What follows belongs to an exercise in optimizing a design on an open flow for small area; a production flow would make more cautious choices.
Function was checked by simulation only, so behaviour that the tests miss may differ from the original.
Power is estimated from default activity; no workload was simulated.

Setup of run A:
==> flow/design.v <==
module pa_clic_int_cond #(
  parameter int INT_NUM     = 128,
  parameter int SYNC_STAGES = 2,
  parameter int FILT_CNT_W  = 3
) (
  input  logic                  forever_cpuclk,
  input  logic                  cpurst,
  input  logic [INT_NUM-1:0]    pad_int_raw,
  input  logic [INT_NUM-1:0]    int_edge_mode,
  input  logic [FILT_CNT_W-1:0] filt_thresh,
  input  logic                  clic_clk_en,
  input  logic                  int_cond_ovf_clr,
  input  logic                  pad_yy_scan_mode,
  output logic [INT_NUM-1:0]    pad_clic_int_vld,
  output logic [INT_NUM-1:0]    int_cond_ovf
);
  logic rst_d1, rst_d2;
  always_ff @(posedge forever_cpuclk) begin
    rst_d1 <= cpurst;
    rst_d2 <= rst_d1;
  end
  wire rf = cpurst | rst_d1 | rst_d2;
  wire nt0 = ~filt_thresh[0];
  wire nt1 = ~filt_thresh[1];
  wire nt2 = ~filt_thresh[2];
  logic [INT_NUM-1:0] a_q, s_q, f_q, fd_q, p_q, o_q;
  logic [INT_NUM-1:0] c0_q, c1_q, c2_q;
  always_ff @(posedge forever_cpuclk) begin
    a_q  <= pad_int_raw;
    s_q  <= a_q;
    fd_q <= f_q;
  end
  for (genvar i = 0; i < INT_NUM; i++) begin : g_line
    wire c0 = c0_q[i];
    wire c1 = c1_q[i];
    wire c2 = c2_q[i];
    wire lo = (c1 & (c0 | nt0)) | (nt1 & (c1 | c0 | nt0));
    wire ge = (c2 & lo) | (nt2 & (c2 | lo));
    wire d  = s_q[i] ^ f_q[i];
    wire g  = ~rf & d & ~ge;
    wire rise = f_q[i] & ~fd_q[i];
    wire hold = p_q[i] & ~clic_clk_en;
    always_ff @(posedge forever_cpuclk) begin
      f_q[i]  <= ~rf & (ge ? s_q[i] : f_q[i]);
      c0_q[i] <= g & ~c0;
      c1_q[i] <= g & ((c1 & ~c0) | (~c1 & c0));
      c2_q[i] <= g & ((c2 & ~c1) | (c2 & ~c0) | (~c2 & c1 & c0));
      p_q[i]  <= ~cpurst & int_edge_mode[i] & (rise | hold);
      o_q[i]  <= ~cpurst & ((int_edge_mode[i] & rise & hold) | (o_q[i] & ~int_cond_ovf_clr));
    end
  end
  assign pad_clic_int_vld = pad_yy_scan_mode ? pad_int_raw
                          : (int_edge_mode & p_q) | (~int_edge_mode & f_q);
  assign int_cond_ovf = o_q;
endmodule
Settings: LEC_CHECK=0, CAP_MARGIN=20, CORE_MARGIN=2, CORE_UTILIZATION=45, SLEW_MARGIN=20; clock period 4.0 ns.
standard.sh (not shown) runs the stock make flow with config.mk's settings and CLKGATE_MAP_FILE= SYNTH_SCRIPT=/design/flow/synth_recipe.tcl, a recipe that flattens the netlist after the stock synthesis.
==> flow/flow/run.sh <==
#!/bin/bash
# Own layout flow: the standard ORFS flow (standard.sh), with
#  - an area-oriented ABC mapping script in place of ORFS's abc_area.script,
#    and no half/full-adder extraction before ABC,
#  - the smallest buffer for the port buffers,
#  - small clock-tree buffers and no dummy clock-tree loads.
# Registers, their names and cell types are the standard synthesis's.
set -euo pipefail
W=$PWD
rm -rf "$W/scripts_mod"
cp -r "$FLOW_HOME/scripts" "$W/scripts_mod"
cp "$W/flow/abc_area.script" "$W/scripts_mod/abc_area.script"
bash "$W/standard.sh" \
  SCRIPTS_DIR="$W/scripts_mod" \
  ABC_AREA=1 \
  ADDER_MAP_FILE= \
  BUFFER_PORTS_ARGS="-buffer_cell sky130_fd_sc_hd__buf_1" \
  CTS_ARGS="-sink_clustering_enable -repair_clock_nets -buf_list sky130_fd_sc_hd__clkbuf_4 -dont_use_dummy_load" \
  finish > "$W/flow_make.log" 2>&1
==> flow/flow/abc_area.script <==
strash
&get -n
&deepsyn -T 30
&put
dch -f
map -a
mfs2
strash
dch -f
map -a
topo
diff inputs: run A => run B
diff --git a/flow/flow/run.sh b/flow/flow/run.sh
--- a/flow/flow/run.sh
+++ b/flow/flow/run.sh
@@ -2,3 +2,3 @@
 # Own layout flow: the standard ORFS flow (standard.sh), with
-#  - an area-oriented ABC mapping script in place of ORFS's abc_area.script,
+#  - an area-oriented ABC mapping script (flow/abc_area.script) in place of ORFS's,
 #    and no half/full-adder extraction before ABC,
@@ -17,3 +17,3 @@
   BUFFER_PORTS_ARGS="-buffer_cell sky130_fd_sc_hd__buf_1" \
-  CTS_ARGS="-sink_clustering_enable -repair_clock_nets -buf_list sky130_fd_sc_hd__clkbuf_4 -dont_use_dummy_load" \
+  CTS_ARGS="-sink_clustering_enable -repair_clock_nets -buf_list sky130_fd_sc_hd__clkbuf_8 -sink_clustering_size 16 -sink_clustering_max_diameter 80 -dont_use_dummy_load" \
   finish > "$W/flow_make.log" 2>&1
==> flow/flow/abc_area.script <==
strash
dch -f
map -a
mfs2
strash
dch -f
map -a
topo
Notes after the runs:
Run B ended with every stage complete and zero timing, DRC or antenna violations. Diff run A -> run B: proportion of cell area spent on the clock network fell 2.3 points, clock power fell about 30%, worst-case vdd ir drop fell about 6.5%. Side by side, core footprint turned out lower in run B than in run A. Of run A and run B, the higher synthesized net count belongs to run A. Summary of run B over run A: share of total power in the clock network down 7.3 points, total design power decreased by 12% relative to the old numbers, cell area now sits lower, routed wire length per instance now larger, transition at the pin with the smallest max-transition slack higher.
[inputs] run C vs run B
==> flow/run.sh (new file) <==
#!/bin/bash
# synth_recipe.tcl (not shown) runs the flow's synth.tcl, then flattens the netlist and writes it again
# the make line also repeats each setting of config.mk as NAME=value (left out here)
make -C /OpenROAD-flow-scripts/flow DESIGN_CONFIG=/design/flow/config.mk WORK_HOME=/design/flow/orfs CLKGATE_MAP_FILE= SYNTH_SCRIPT=/design/flow/synth_recipe.tcl finish
removed: flow/flow/run.sh
removed: flow/flow/abc_area.script
removed: flow/standard.sh
[summary]
Per the comparison of run C with run B, mean instance size in the synthesized netlist went up; routed wire length went up; starting density of the core went down; number of nets at the end of the flow went up. Comparing run C against run B, there is no change at all in hold-fix buffer count after cts. Relative to run B, met1 track utilization from global routing has gone up in run C. Buffer count excluding the clock tree in the final layout up 3.3% in run C wrt run B. Comparing run C and run B, worst slack at placement is lower on run C. Measured against each other, run C and run B differ in combinational group share of total power, the lower figure coming from run B. Going from run B to run C, global-route wire length before repair grew by more than 10%. Finished layout cell area: run C higher than run B.

-- port drivers added, routing unchanged --
No port has a modelled driver above. Below, the same layouts with a new extraction and two added sets of constraints. Step 1, drivers: a clkbuf_16 drives forever_cpuclk and a buf_2 each remaining input, both assumed. Step 2, shift: input delay + t, output delay - t, t = (earliest + latest rising clock arrival at the registers) / 2. This alone moves slack from input paths to output paths. a / b / c = ideal / step 1 / step 2; a / b = the first two.
| run | shift t [ns] | setup slack, ns | hold WS [ns] | worst data-port slew with drivers (ns) |
|---|---|---|---|---|
| run A | 1.153 | 0.728 / 0.663 / 0.663 | 0.152 / 0.114 / 0.294 | 0.13 |
| run B | 0.771 | 1.095 / 1.074 / 1.074 | 0.185 / 0.141 / 0.308 | 0.15 |
| run C | 0.751 | 0.764 / 0.721 / 0.721 | 0.320 / 0.320 / 0.320 | 0.16 |
After both steps every run listed still meets setup and hold. For run A, which loses most, drivers alone change the setup slack by -0.065 ns; drivers and shift together by -0.065 ns.
